Context: an optimization exercise on an open-source flow, tuned for small area, a short achievable clock period and few clock cycles per item. The choices shown serve that exercise and are no tape-out recipe. Only simulation tests tie the RTL to the original design; equivalence was not proved.

Setup of run A:
==> flow/design.v (excerpt) <==
module mul_acc_nn
#(
  parameter int WIDTH = 64,
  parameter int DIGIT = 4
) (
  input  logic               clk,
  input  logic               rst,
  input  logic               start,
  input  logic [WIDTH-1:0]   ina,
  input  logic [WIDTH-1:0]   inb,
  input  logic               acc_en,
  input  logic [2*WIDTH-1:0] acc_in,
  output logic [2*WIDTH-1:0] result,
  output logic               carry,
  output logic               busy,
  output logic               done,
  output logic               ready_n
);
export LEC_CHECK = 0
export ABC_CLOCK_PERIOD_IN_PS = 3500
export CAP_MARGIN = 20
export CORE_MARGIN = 2
export CORE_UTILIZATION = 50
export PLACE_DENSITY = 0.65
export SLEW_MARGIN = 20
export SYNTH_HIERARCHICAL = 1
export SYNTH_MINIMUM_KEEP_SIZE = 0
create_clock -name core_clock -period 11.0 [get_ports {clk}]
standard.sh (not shown) runs the stock make flow with config.mk's settings and CLKGATE_MAP_FILE= SYNTH_SCRIPT=/design/flow/synth_recipe.tcl, a recipe that flattens the netlist after the stock synthesis.
==> flow/flow/run.sh <==
#!/bin/bash
# The standard layout (standard.sh), with three changes to how it is made:
#  - after synthesis, flow/downsize.tcl swaps the Booth select AOI cells to single drive;
#  - timing repair aims at a setup slack of SETUP_SLACK_MARGIN ns against the 11 ns clock,
#    so the resizer works toward a shorter period than the clock's;
#  - the ports are buffered by sky130_fd_sc_hd__buf_1 instead of the default delay buffer.
# The clock, the SDC and every other setting are the standard ones.  The make output goes
# to flow.log here; each ORFS step writes its own log under orfs/logs/.
set -euo pipefail
bash standard.sh SETUP_SLACK_MARGIN=7.3 \
  POST_SYNTH_TCL="$PWD/flow/downsize.tcl" \
  BUFFER_PORTS_ARGS="-buffer_cell sky130_fd_sc_hd__buf_1" finish > flow.log 2>&1
==> flow/flow/downsize.tcl <==
# Run after synthesis (POST_SYNTH_TCL): ABC maps the Booth select cell with a double-drive
# AOI; use the single-drive one.  Timing repair upsizes any instance that needs more.
set db [ord::get_db]
set from [$db findMaster sky130_fd_sc_hd__a22oi_2]
set to [$db findMaster sky130_fd_sc_hd__a22oi_1]
set n 0
foreach inst [[ord::get_db_block] getInsts] {
  if {[$inst getMaster] == $from} {
    $inst swapMaster $to
    incr n
  }
}
puts "downsize.tcl: $n a22oi_2 cells now a22oi_1"
Testbench counts of run A, summed over its fixed seeds: cycles 14,400, ops 2,400.
diff inputs: run A => run B
# run A
export LEC_CHECK = 0
export ABC_CLOCK_PERIOD_IN_PS = 3500
export CAP_MARGIN = 20
export CORE_MARGIN = 2
export CORE_UTILIZATION = 50
export PLACE_DENSITY = 0.65
export SLEW_MARGIN = 20
export SYNTH_HIERARCHICAL = 1
export SYNTH_MINIMUM_KEEP_SIZE = 0
create_clock -name core_clock -period 11.0 [get_ports {clk}]
# run B
export LEC_CHECK = 0
export ABC_CLOCK_PERIOD_IN_PS = 3500
export CAP_MARGIN = 20
export CORE_MARGIN = 2
export CORE_UTILIZATION = 60
export PLACE_DENSITY = 0.72
export SLEW_MARGIN = 20
export SYNTH_HIERARCHICAL = 1
export SYNTH_MINIMUM_KEEP_SIZE = 0
create_clock -name core_clock -period 11.0 [get_ports {clk}]
diff --git a/flow/flow/run.sh b/flow/flow/run.sh
--- a/flow/flow/run.sh
+++ b/flow/flow/run.sh
@@ -8,5 +8,5 @@
 # to flow.log here; each ORFS step writes its own log under orfs/logs/.
 set -euo pipefail
-bash standard.sh SETUP_SLACK_MARGIN=7.3 \
+bash standard.sh SETUP_SLACK_MARGIN=7.2 \
   POST_SYNTH_TCL="$PWD/flow/downsize.tcl" \
   BUFFER_PORTS_ARGS="-buffer_cell sky130_fd_sc_hd__buf_1" finish > flow.log 2>&1
[summary]
Run B finished all stages; the layout is clean. Diff run A -> run B | final period demand of the worst path | increase of 0.057 ns. Run B vs run A: global-route usage up in run B. Re met2 layer usage reported by global route: run A was lower than run B. In the metrics for run B and run A, the one carrying the lower sequential fraction of total cell area is run A. Number of clock buffers in the layout came out higher on run B than on run A.
Relative to run B, the following input files were edited for run C:
# run B
export LEC_CHECK = 0
export ABC_CLOCK_PERIOD_IN_PS = 3500
export CAP_MARGIN = 20
export CORE_MARGIN = 2
export CORE_UTILIZATION = 60
export PLACE_DENSITY = 0.72
export SLEW_MARGIN = 20
export SYNTH_HIERARCHICAL = 1
export SYNTH_MINIMUM_KEEP_SIZE = 0
create_clock -name core_clock -period 11.0 [get_ports {clk}]
# run C
export LEC_CHECK = 0
export ABC_CLOCK_PERIOD_IN_PS = 3500
export CAP_MARGIN = 20
export CORE_MARGIN = 2
export CORE_UTILIZATION = 45
export PLACE_DENSITY = 0.62
export SLEW_MARGIN = 20
export SYNTH_HIERARCHICAL = 1
export SYNTH_MINIMUM_KEEP_SIZE = 0
create_clock -name core_clock -period 11.0 [get_ports {clk}]
Notes after the runs:
- Run C falls short of run B in clock skew.
- For sequential share of layout area, run C and run B come out practically identical.
- Of run B and run C, the higher buffer count excluding the clock tree in the final layout belongs to run B.
- Of run C and run B, it is run C that has the lower fraction of the cycle the final worst path needs.
- Run B fits on a die that is smaller than the die of run C.
- Delta (run C minus run B): chip height now larger, maximum frequency grew by about 1%.

==> separate check: timing with driven ports <==
The results above use ideal ports. As a check the final layouts listed here were re-extracted and re-timed, cells and wires unchanged.
Step 1 assumes that a clkbuf_16 drives the clock port and a buf_2 every other input.
Step 2 also shifts input and output timing later by t, the mid clock arrival at the registers, as if the neighbouring blocks saw the same clock.
Slacks: ideal ports / drivers / drivers and shift; pairs: ideal ports / drivers.
run	t (ns)	slack for setup (ns)	hold slack, ns
run A	0.724	7.243 / 7.243 / 6.692	0.472 / 0.472 / 0.472
run B	0.704	7.186 / 7.186 / 6.580	0.466 / 0.466 / 0.466
run C	0.730	7.224 / 7.203 / 6.576	0.464 / 0.464 / 0.464
After both steps setup and hold are still met in every run listed. The setup slack of run C, which loses most, moves by -0.021 ns with the drivers and by -0.648 ns with both steps.
